What follows belongs to an exercise in optimizing a design on an open flow for small area, a short achievable clock period and few clock cycles per item; a production flow would make more cautious choices. No functional check of the RTL was part of this run.

==> design/flow/design.v <==
package rfa_pkg;
  localparam logic [2:0] KIND_ADD = 3'd0;
  localparam logic [2:0] KIND_SUB = 3'd1;
  localparam logic [2:0] KIND_MUL = 3'd2;
  localparam logic [2:0] KIND_DIV = 3'd3;
  localparam logic [2:0] KIND_CMP = 3'd4;
  localparam logic [2:0] KIND_RED = 3'd5;
  localparam logic [1:0] ST_OK   = 2'd0;
  localparam logic [1:0] ST_ZDEN = 2'd1;
  localparam logic [1:0] ST_DIV0 = 2'd2;
  localparam logic [1:0] ST_OVF  = 2'd3;
  localparam logic [1:0] ORD_LT = 2'd0;
  localparam logic [1:0] ORD_EQ = 2'd1;
  localparam logic [1:0] ORD_GT = 2'd2;
endpackage
import rfa_pkg::*;
module rational_fraction_alu_core (
  input  logic               clk,
  input  logic               rst_n,
  input  logic               in_valid,
  output logic               in_ready,
  input  logic [2:0]         in_kind,
  input  logic signed [31:0] in_a_num,
  input  logic signed [31:0] in_a_den,
  input  logic signed [31:0] in_b_num,
  input  logic signed [31:0] in_b_den,
  output logic               out_valid,
  input  logic               out_ready,
  output logic signed [31:0] out_res_num,
  output logic [30:0]        out_res_den,
  output logic [1:0]         out_order,
  output logic [1:0]         out_status,
  output logic               out_last
);
  localparam logic [3:0] S_IDLE  = 4'd0;
  localparam logic [3:0] S_MX    = 4'd1;
  localparam logic [3:0] S_MY    = 4'd2;
  localparam logic [3:0] S_FORM  = 4'd3;
  localparam logic [3:0] S_MD    = 4'd4;
  localparam logic [3:0] S_RA    = 4'd5;
  localparam logic [3:0] S_RB    = 4'd6;
  localparam logic [3:0] S_GWAIT = 4'd7;
  localparam logic [3:0] S_GCD   = 4'd8;
  localparam logic [3:0] S_NEG   = 4'd9;
  localparam logic [3:0] S_EMIT  = 4'd10;
  localparam logic [3:0] S_W1    = 4'd11;
  localparam logic [3:0] S_GI    = 4'd12;
  localparam logic [3:0] S_SKIP  = 4'd13;
  function automatic logic [1:0] top_f(input logic [31:0] m, input logic s);
    logic c1, c2, c3;
    c1 = s & (&m[7:0]);
    c2 = c1 & (&m[15:8]);
    c3 = c2 & (&m[23:16]);
    if ((|m[31:24]) | c3)      top_f = 2'd3;
    else if ((|m[23:16]) | c2) top_f = 2'd2;
    else if ((|m[15:8]) | c1)  top_f = 2'd1;
    else                       top_f = 2'd0;
  endfunction
  function automatic logic [1:0] tz_f(input logic [2:0] v);
    if (v[1])      tz_f = 2'd1;
    else if (v[2]) tz_f = 2'd2;
    else           tz_f = 2'd3;
  endfunction
  function automatic logic [63:0] shr_f(input logic [63:0] v, input logic [1:0] s);
    case (s)
      2'd1:    shr_f = {1'b0, v[63:1]};
      2'd2:    shr_f = {2'b0, v[63:2]};
      default: shr_f = {3'b0, v[63:3]};
    endcase
  endfunction
  function automatic logic [30:0] shl_f(input logic [30:0] v, input logic [1:0] s);
    case (s)
      2'd1:    shl_f = {v[29:0], 1'b0};
      2'd2:    shl_f = {v[28:0], 2'b0};
      default: shl_f = {v[27:0], 3'b0};
    endcase
  endfunction
  function automatic logic shl_ovf_f(input logic [30:0] v, input logic [1:0] s);
    case (s)
      2'd1:    shl_ovf_f = v[30];
      2'd2:    shl_ovf_f = |v[30:29];
      default: shl_ovf_f = |v[30:28];
    endcase
  endfunction
  logic [3:0]  state_r;
  logic [2:0]  kind_r;
  logic        half_r, first_r;
  logic [1:0]  cnt_r;
  logic        sa_r, sb_r;
  logic [63:0] a_r, b_r;
  logic [31:0] A1_r;
  logic [30:0] B1_r, A2_r, B2_r;
  logic        neg_r;
  logic [1:0]  stp_r, ordp_r;
  logic        ov_r, oz_r, last_r;
  logic [1:0]  sto_r, ordo_r;
  logic [31:0] pm_r;
  logic        ps_r;
  logic [7:0]  ch_r;
  logic        p_en, p_first, p_dest_a;
  logic [31:0] rbn_r, rbd_r;
  logic        zbd_r;
  logic [31:0] m_an, m_ad, m_bn, m_bd;
  logic        z_an, z_ad, z_bn, z_bd, sa_in, sb_in;
  logic [1:0]  top_ad, top_bd, top_bn;
  assign m_an   = in_a_num ^ {32{in_a_num[31]}};
  assign m_ad   = in_a_den ^ {32{in_a_den[31]}};
  assign m_bn   = in_b_num ^ {32{in_b_num[31]}};
  assign m_bd   = in_b_den ^ {32{in_b_den[31]}};
  assign z_an   = in_a_num == 32'd0;
  assign z_ad   = in_a_den == 32'd0;
  assign z_bn   = in_b_num == 32'd0;
  assign z_bd   = in_b_den == 32'd0;
  assign sa_in  = (in_a_num[31] ^ in_a_den[31]) && !z_an;
  assign sb_in  = (in_b_num[31] ^ in_b_den[31]) && !z_bn;
  assign top_ad = top_f(m_ad, in_a_den[31]);
  assign top_bd = top_f(m_bd, in_b_den[31]);
  assign top_bn = top_f(m_bn, in_b_num[31]);
  logic [2:0]  psel;
  logic [1:0]  qsel;
  logic        s1_en, s1_dest_a, s1_first;
  logic [31:0] pm, qm;
  logic        ps, qs, qcarry;
  logic [7:0]  qk;
  always_comb begin
    psel      = 3'd0;
    qsel      = 2'd0;
    s1_en     = 1'b0;
    s1_dest_a = 1'b0;
    s1_first  = first_r;
    case (state_r)
      S_MX: begin
        psel = 3'd0; qsel = (kind_r == KIND_MUL) ? 2'd2 : 2'd0;
        s1_en = 1'b1; s1_dest_a = cnt_r == 2'd0;
      end
      S_MY: begin
        psel = 3'd1; qsel = 2'd1; s1_en = 1'b1;
      end
      S_FORM, S_MD: begin
        psel = 3'd2; qsel = (kind_r == KIND_DIV) ? 2'd2 : 2'd0;
        s1_en = kind_r != KIND_CMP;
      end
      S_RA: begin
        psel = half_r ? 3'd4 : 3'd0; qsel = 2'd3;
        s1_en = 1'b1; s1_dest_a = 1'b1; s1_first = 1'b1;
      end
      S_RB: begin
        psel = half_r ? 3'd5 : 3'd2; qsel = 2'd3;
        s1_en = 1'b1; s1_first = 1'b1;
      end
      default: ;
    endcase
  end
  always_comb begin
    case (psel)
      3'd0:    begin pm = m_an; ps = in_a_num[31]; end
      3'd1:    begin pm = m_bn; ps = in_b_num[31]; end
      3'd2:    begin pm = m_ad; ps = in_a_den[31]; end
      3'd4:    begin pm = rbn_r ^ {32{rbn_r[31]}}; ps = rbn_r[31]; end
      default: begin pm = rbd_r ^ {32{rbd_r[31]}}; ps = rbd_r[31]; end
    endcase
    case (qsel)
      2'd0:    begin qm = m_bd; qs = in_b_den[31]; end
      2'd1:    begin qm = m_ad; qs = in_a_den[31]; end
      2'd2:    begin qm = m_bn; qs = in_b_num[31]; end
      default: begin qm = 32'd1; qs = 1'b0; end
    endcase
    case (cnt_r)
      2'd0:    begin qk = qm[7:0];   qcarry = qs; end
      2'd1:    begin qk = qm[15:8];  qcarry = qs & (&qm[7:0]); end
      2'd2:    begin qk = qm[23:16]; qcarry = qs & (&qm[15:0]); end
      default: begin qk = qm[31:24]; qcarry = qs & (&qm[23:0]); end
    endcase
  end
  always_ff @(posedge clk) begin
    pm_r     <= pm;
    ps_r     <= ps;
    ch_r     <= qk + {7'd0, qcarry};
    p_en     <= s1_en && rst_n;
    p_first  <= s1_first;
    p_dest_a <= s1_dest_a;
  end
  logic [63:0] acc_next;
  assign acc_next = (p_first ? 64'd0 : {b_r[55:0], 8'd0})
                  + {24'd0, ({8'd0, pm_r} * {32'd0, ch_r})}
                  + {56'd0, ps_r ? ch_r : 8'd0};
  logic        addm;
  logic [64:0] dab;
  logic [63:0] ub;
  logic        eq, ge, ae, be, odd, c_both, c_a, c_b;
  logic [1:0]  tza, tzb, tzd, shmin;
  assign addm = (state_r == S_FORM) && (sa_r == (sb_r ^ (kind_r == KIND_SUB)));
  assign dab  = {1'b0, a_r} - {1'b0, b_r};
  assign ub   = b_r + (a_r ^ {64{!addm}}) + {63'd0, !addm};
  assign eq   = a_r == b_r;
  assign ge   = !dab[64];
  assign ae   = !a_r[0];
  assign be   = !b_r[0];
  assign odd  = !ae && !be;
  assign c_both = ae && be;
  assign c_a  = ae && !be;
  assign c_b  = !ae && be;
  assign tza  = tz_f(a_r[2:0]);
  assign tzb  = tz_f(b_r[2:0]);
  assign tzd  = tz_f(dab[2:0]);
  assign shmin = (tza < tzb) ? tza : tzb;
  logic        negm;
  logic [31:0] sumA, sum2;
  logic [1:0]  shA, shB;
  assign negm = state_r == S_NEG;
  assign sumA = (negm ? ~A1_r : {1'b0, A1_r[30:0]}) + (negm ? 32'd0 : {1'b0, B1_r})
              + {31'd0, negm};
  assign sum2 = {1'b0, A2_r} + {1'b0, B2_r};
  assign shA  = c_a ? tza : tzd;
  assign shB  = c_b ? tzb : tzd;
  logic ovf;
  always_comb begin
    if (c_both) ovf = 1'b0;
    else if (c_a || (odd && ge))
      ovf = shl_ovf_f(A1_r[30:0], shA) || shl_ovf_f(A2_r, shA) || (odd && (sumA[31] || sum2[31]));
    else
      ovf = shl_ovf_f(B1_r, shB) || shl_ovf_f(B2_r, shB) || (odd && (sumA[31] || sum2[31]));
  end
  logic out_free, lastflag, a_zero, more;
  assign out_free = !ov_r || out_ready;
  assign lastflag = !(kind_r == KIND_RED && !half_r);
  assign a_zero   = a_r == 64'd0;
  assign more     = (kind_r == KIND_RED) && !half_r;
  always_comb begin
    case (state_r)
      S_SKIP:  in_ready = 1'b1;
      S_MD:    in_ready = cnt_r == 2'd0;
      S_FORM:  in_ready = (kind_r != KIND_CMP) && (cnt_r == 2'd0);
      S_RB:    in_ready = !half_r;
      S_EMIT:  in_ready = !ov_r && !(kind_r == KIND_RED && half_r);
      default: in_ready = 1'b0;
    endcase
  end
  always_ff @(posedge clk) begin
    if (ov_r && out_ready) ov_r <= 1'b0;
    if (in_ready && kind_r == KIND_RED) begin
      rbn_r <= in_b_num;
      rbd_r <= in_b_den;
      zbd_r <= z_bd;
    end
    if (p_en) begin
      if (p_dest_a) a_r <= acc_next;
      else          b_r <= acc_next;
    end
    case (state_r)
      S_IDLE: begin
        if (in_valid) begin
          kind_r  <= in_kind;
          sa_r    <= sa_in;
          sb_r    <= sb_in;
          half_r  <= 1'b0;
          first_r <= 1'b1;
          stp_r   <= (in_kind == KIND_DIV && !z_ad && !z_bd) ? ST_DIV0 : ST_ZDEN;
          ordp_r  <= ORD_LT;
          if (in_kind == KIND_MUL) cnt_r <= top_bn;
          else if (in_kind == KIND_RED) cnt_r <= 2'd0;
          else cnt_r <= top_bd;
          if (in_kind > KIND_RED) state_r <= S_SKIP;
          else if (in_kind <= KIND_CMP && (z_ad || z_bd)) state_r <= S_EMIT;
          else if (in_kind == KIND_DIV && z_bn) state_r <= S_EMIT;
          else if (in_kind == KIND_RED) state_r <= S_RA;
          else state_r <= S_MX;
        end
      end
      S_SKIP: state_r <= S_IDLE;
      S_MX: begin
        first_r <= cnt_r == 2'd0;
        cnt_r   <= cnt_r - 2'd1;
        if (cnt_r == 2'd0) begin
          if (kind_r == KIND_MUL) begin
            cnt_r   <= top_bd;
            state_r <= S_MD;
          end else if (kind_r == KIND_DIV) begin
            cnt_r   <= top_bn;
            state_r <= S_MD;
          end else begin
            cnt_r   <= top_ad;
            state_r <= S_MY;
          end
        end
      end
      S_MY: begin
        first_r <= cnt_r == 2'd0;
        cnt_r   <= cnt_r - 2'd1;
        if (cnt_r == 2'd0) begin
          cnt_r   <= top_bd;
          state_r <= S_W1;
        end
      end
      S_W1: state_r <= S_FORM;
      S_FORM: begin
        if (kind_r == KIND_CMP) begin
          stp_r <= ST_OK;
          if (sa_r != sb_r) ordp_r <= sa_r ? ORD_LT : ORD_GT;
          else if (eq) ordp_r <= ORD_EQ;
          else ordp_r <= (ge ^ sa_r) ? ORD_GT : ORD_LT;
          state_r <= S_EMIT;
        end else begin
          if (addm) begin
            a_r   <= ub;
            neg_r <= sa_r;
          end else if (ge) begin
            a_r   <= dab[63:0];
            neg_r <= sa_r;
          end else begin
            a_r   <= ub;
            neg_r <= sb_r ^ (kind_r == KIND_SUB);
          end
          first_r <= cnt_r == 2'd0;
          cnt_r   <= cnt_r - 2'd1;
          state_r <= (cnt_r == 2'd0) ? S_GI : S_MD;
        end
      end
      S_MD: begin
        if (kind_r != KIND_ADD && kind_r != KIND_SUB) neg_r <= sa_r ^ sb_r;
        first_r <= cnt_r == 2'd0;
        cnt_r   <= cnt_r - 2'd1;
        if (cnt_r == 2'd0) state_r <= S_GI;
      end
      S_RA: begin
        if (half_r ? zbd_r : z_ad) begin
          stp_r   <= ST_ZDEN;
          ordp_r  <= ORD_LT;
          state_r <= S_EMIT;
        end else begin
          neg_r   <= half_r ? sb_r : sa_r;
          state_r <= S_RB;
        end
      end
      S_RB: state_r <= S_GI;
      S_GI, S_GWAIT: begin
        if (!out_free) begin
          state_r <= S_GWAIT;
        end else if (a_zero) begin
          ov_r    <= 1'b1;
          sto_r   <= ST_OK;
          ordo_r  <= ORD_LT;
          oz_r    <= 1'b1;
          last_r  <= lastflag;
          state_r <= more ? S_RA : S_IDLE;
          half_r  <= half_r | more;
        end else begin
          A1_r    <= 32'd1;
          B1_r    <= 31'd0;
          A2_r    <= 31'd0;
          B2_r    <= 31'd1;
          state_r <= S_GCD;
        end
      end
      S_GCD: begin
        if (odd && eq) begin
          A1_r <= sumA;
          A2_r <= sum2[30:0];
          if (sumA[31] || sum2[31]) begin
            ov_r    <= 1'b1;
            sto_r   <= ST_OVF;
            ordo_r  <= ORD_LT;
            oz_r    <= 1'b1;
            last_r  <= lastflag;
            state_r <= more ? S_RA : S_IDLE;
            half_r  <= half_r | more;
          end else if (neg_r) begin
            state_r <= S_NEG;
          end else begin
            ov_r    <= 1'b1;
            sto_r   <= ST_OK;
            ordo_r  <= ORD_LT;
            oz_r    <= 1'b0;
            last_r  <= lastflag;
            state_r <= more ? S_RA : S_IDLE;
            half_r  <= half_r | more;
          end
        end else begin
          if (c_both) begin
            a_r <= shr_f(a_r, shmin);
            b_r <= shr_f(b_r, shmin);
          end else if (c_a || (odd && ge)) begin
            a_r  <= shr_f(c_a ? a_r : dab[63:0], shA);
            A1_r <= {1'b0, shl_f(A1_r[30:0], shA)};
            A2_r <= shl_f(A2_r, shA);
            if (odd) begin
              B1_r <= sumA[30:0];
              B2_r <= sum2[30:0];
            end
          end else begin
            b_r  <= shr_f(c_b ? b_r : ub, shB);
            B1_r <= shl_f(B1_r, shB);
            B2_r <= shl_f(B2_r, shB);
            if (odd) begin
              A1_r <= sumA;
              A2_r <= sum2[30:0];
            end
          end
          if (ovf) begin
            ov_r    <= 1'b1;
            sto_r   <= ST_OVF;
            ordo_r  <= ORD_LT;
            oz_r    <= 1'b1;
            last_r  <= lastflag;
            state_r <= more ? S_RA : S_IDLE;
            half_r  <= half_r | more;
          end
        end
      end
      S_NEG: begin
        A1_r    <= sumA;
        ov_r    <= 1'b1;
        sto_r   <= ST_OK;
        ordo_r  <= ORD_LT;
        oz_r    <= 1'b0;
        last_r  <= lastflag;
        state_r <= more ? S_RA : S_IDLE;
        half_r  <= half_r | more;
      end
      S_EMIT: begin
        if (!ov_r) begin
          ov_r    <= 1'b1;
          sto_r   <= stp_r;
          ordo_r  <= ordp_r;
          oz_r    <= 1'b1;
          last_r  <= lastflag;
          state_r <= more ? S_RA : S_IDLE;
          half_r  <= half_r | more;
        end
      end
      default: state_r <= S_IDLE;
    endcase
    if (!rst_n) begin
      state_r <= S_IDLE;
      ov_r    <= 1'b0;
    end
  end
  assign out_valid   = ov_r;
  assign out_res_num = oz_r ? 32'd0 : A1_r;
  assign out_res_den = oz_r ? 31'd1 : A2_r;
  assign out_order   = ordo_r;
  assign out_status  = sto_r;
  assign out_last    = last_r;
endmodule
==> design/flow/run.sh <==
#!/bin/bash
# synth_recipe.tcl (not shown) runs the flow's synth.tcl, then flattens the netlist and writes it again
# the make line also repeats each setting of config.mk as NAME=value (left out here)
make -C /OpenROAD-flow-scripts/flow DESIGN_CONFIG=/design/flow/config.mk WORK_HOME=/design/flow/orfs CLKGATE_MAP_FILE= SYNTH_SCRIPT=/design/flow/synth_recipe.tcl finish
==> design/flow/config.mk <==
export PLATFORM = sky130hd
export DESIGN_NAME = rational_fraction_alu_core
export DESIGN_NICKNAME = rational_fraction_alu_core
export VERILOG_FILES = /design/flow/design.v
export SDC_FILE = /design/flow/constraint.sdc
export NUM_CORES = 4
export LEC_CHECK = 0
export CAP_MARGIN = 20
export CORE_MARGIN = 2
export CORE_UTILIZATION = 40
export SETUP_SLACK_MARGIN = 5
export SLEW_MARGIN = 20
==> design/flow/constraint.sdc <==
create_clock -name core_clock -period 11.0 [get_ports {clk}]
set_input_delay 2.2000 -clock core_clock [delete_from_list [all_inputs] [get_ports {clk}]]
set_output_delay 2.2000 -clock core_clock [all_outputs]
set_load 0.01 [all_outputs]
==> out/metrics.csv <==
stage;metric;value;unit
floorplan;floorplan.die.height;362;um
timing;timing_worst_slew_pin_value;1280;ps
timing;timing.hold.ws;435;ps
worst_setup_path;cp_cell_sequence;inv_1 > ha_1 > nand4_1 > nor4_2 > nand4_1 > o21ai_4 > buf_4 > nand2_1 > o21a_1 > nand2_1 > buf_4 > nand2_1 > o221a_2 > o211ai_1;
cts;worst_skew_pair.late_latency;710;ps
placed_design;dpl.hpwl;166000;um
worst_setup_path;worst_path_max_delay_cell;ha_1;
timing;final.setup.tns;0;ps
timing;period_share;0.539;
worst_setup_path;cp_max_fo;26;
synthesis;yosys_register_bits;386;
synthesis;yosysWarningCount;1;
synthesis;post_synth_instance_area;0.0511;mm^2
cts;htree_levels;2;
timing;clock.fmax;169;MHz
worst_setup_path;startpoint_of_the_worst_setup_timing_path;b_r[47];
job;max_cap_violations;0;
cts;clkSinkCount;386;
grt;vias_in_the_first_global_route;50500;
synthesis;synth_ff_type;edfxtp_1;
cts;cts_buffers;54;
cts;clock-root-buffer;clkbuf_16;
grt;grt.total_usage;0.334;
routing;drt-wirelength-per-cell;28.3;um
timing;timing.final.max_slew_violations;0;
worst_setup_path;worst_ep_arrival_time;6550;ps
synthesis;post_synthesis_area_per_instance;7.81;um^2
timing;setup_viol;0;
placed_design;numPlacedInstances;8006;
synthesis;synth-seq-area-share;0.192;
timing;skew;55.5;ps
synthesis;ys_async_sr_fraction;0;
synthesis;yosys.area.top_type_share;0.123;
timing;unrepaired_setup_endpoints_after_global_routing;yes;
worst_setup_path;worst_setup_path_start_kind;flop;
routing;post-route-drc-count;0;
placed_design;post-place-ws;3850;ps
synthesis;synth_cell_type_count;108;
layout;area_delta_synth_final;13.1;%
floorplan;io_pins;205;
grt;antenna_found_initial;10;
worst_setup_path;cp.required;11620;ps
timing;period_minus_slack;5930;ps
timing;timing.max_slew.rel_slack;0.147;
layout;finalNetCount;7070;
timing;hold_viol;0;
routing;first_pass_iters;11;
worst_setup_path;worst_path_largest_cell_delay;620;ps
cts;clk_transition_reported_paths;60;ps
routing;detail_route.iter0.violations;6996;
routing;vias_per_cell;6.59;
placed_design;io_buffer_count;204;
routing;detailroute.via_count;53788;
synthesis;synth.net_count;7167;
status;run_status;no timing/DRC/antenna violations;
layout;share_of_post_route_cells_with_drive_strength_above_1;0.0782;
grt;maximum_number_of_pins_on_one_net_before_global_route_repair;97;
floorplan;initial_standard_cell_utilization_of_the_core;0.402;
timing;final.setup.worst_slack;5070;ps
floorplan;fp.dieArea;0.131;mm^2
floorplan;die_width;362;um
grt;total_congestion_overflow;0;
synthesis;synth_area_leaders;edfxtp_1 (12%), fa_1 (8.4%), dfxtp_1 (6.9%), ha_1 (6.6%), xnor2_1 (6.2%);
layout;final-instance-count-excl-fill;8160;
worst_setup_path;path_common_cell;nand2_1;
synthesis;synth_edf_count;210;
routing;finalWirelength;231000;um
routing;detail-route-antenna-nets;0;
synthesis;syn-instance-count;6547;
worst_setup_path;critPathKind;flop to flop;
cts;cts_max_path_buffers;3;
worst_setup_path;reg_to_reg_critical_path_startpoint;b_r[47];
min_path;timing.hold.worst.start;first_r;
grt;grt_pass1_wl;335000;um
floorplan;placement_rows;131;
cts;tritoncts_clock_tree;built;
placed_design;gp_routability_congestion;1.02;
synthesis;library_cell_with_the_largest_summed_area_after_synthesis;edfxtp_1;
worst_setup_path;endpoint_kind;flop;
min_path;timing.hold.worst.class;flop to flop;
floorplan;fp.coreArea;0.127;mm^2
-- worst paths after layout --
path              to  slack (ps)  cells after the start
min reg2reg  p_first         440                      1
max reg2reg  a_r[46]        5070                     14
max          a_r[46]        5070                     14
min          p_first         440                      1
-- cell usage in the layout, fill, tap and decap left out, types with 140 or more instances in the layout --
cell type          n
a211oi_1         191
o21ai_0          324
ha_1             255
nand2_1          562
dfxtp_1          165
inv_1            404
nor2_1           464
clkdlybuf4s50_1  200
a221oi_1         165
a21oi_1          493
xor2_1           157
o22ai_1          151
and2_1           221
fa_1             215
xnor2_1          354
edfxtp_1         210
nor2b_1          140
-- synthesized netlist by cell type, types with 65 or more instances --
cell type and count:
nand2_1 569, a21oi_1 504, nor2_1 480, clkbuf_1 411
inv_1 405, xnor2_1 361, o21ai_0 338, ha_1 270
and2_1 223, fa_1 215, edfxtp_1 210, a211oi_1 193
dfxtp_1 176, a221oi_1 168, xor2_1 163, o22ai_1 151
nor2b_1 146, a21o_1 111, nor3_1 103, nand4_1 92
mux2i_1 90, nand3_1 75, a22o_1 74, buf_1 68
o221ai_1 68, nand2b_1 66, a31oi_1 65
-- timing repair --
| item | in CTS | in global routing |
|---|---|---|
| buffers inserted | 9 | 30 |
| hold buffers | 0 | 0 |
| pin swaps | 8 | 42 |
| cloned | 1 | 8 |
| setup endpoints to repair | 96 | 80 |
| gates resized for setup | 53 | 115 |
-- area by class of cell --
| cell class | count | area, um^2 |
|---|---|---|
| antenna | 4 | 10.0 |
| clock buffer | 67 | 1440 |
| clock inverter | 33 | 548 |
| fill | 12680 | 69400 |
| inverter | 408 | 1530 |
| multi-input combinational | 5236 | 38700 |
| sequential | 386 | 9870 |
| tap | 1662 | 2080 |
| timing repair buffer | 364 | 3590 |
-- registers in the layout, indices dropped and copies added, names as in the netlist, 3 cells and up --
register  cells
rbd_r        32
a_r          64
B1_r         31
state_r       4
pm_r         31
A2_r         31
rbn_r        32
kind_r        3
b_r          64
ch_r          8
B2_r         31
A1_r         32
-- per-stage QoR --
stage | instance area, um^2 | utilization
floorplan | 51100 | -
global placement | 54400 | 0.428
detailed placement | 54400 | 0.428
CTS | 56700 | 0.446
global route | 57800 | 0.454
finish | 57800 | 0.455
-- logic make-up after synthesis --
kind of cell               Yosys count  share of synthesized area
xor gates and xnor gates           524                     0.0898
DFF                                386                      0.192
adders and majority gates          485                      0.150
and+or+nand+nor                   1943                      0.185
AOI/OAI and AO/OA                 2172                      0.291
buffers and inverters              927                     0.0693
muxes                              110                     0.0221
-- routing by layer --
metal | global-route usage | part of all wire | vias to the layer above
li1 | - | - | 23670
met1 | 0.459 | 0.42 | 26245
met2 | 0.482 | 0.41 | 3253
met3 | 0.0972 | 0.12 | 608
met4 | 0.144 | 0.047 | 12
met5 | 0 | 0.00041 | -
-- critical path, delay by kind of cell (launching register included) --
kind,cells,cell delay (ps)
simple gates,6,2050
buf+inv,3,1360
compound gates,4,1140
fa+ha+maj,1,620
flops,1,610

what the ideal ports hide:
In the flow no input, the clock included, has a driving cell. The finished layout below was timed again as built, in two steps. Step 1, drivers: a clkbuf_16 drives clk and a buf_2 each remaining input, both assumed. Step 2 also shifts input and output timing later by t, the mid clock arrival at the registers, as if the neighbouring blocks saw the same clock. a / b / c = ideal / step 1 / step 2; a / b = the first two.
t, ns: 0.760
setup slack, ns: 5.069 / 5.069 / 5.069
worst hold slack (ns): 0.435 / 0.435 / 0.435
latest minus earliest clock arrival (ns): 0.055 / 0.056
slew at the worst register clock pin (ns): 0.07 / 0.07
After both steps this run still meets setup and hold. For this run, drivers alone change the setup slack by 0.000 ns; drivers and shift together by 0.000 ns.
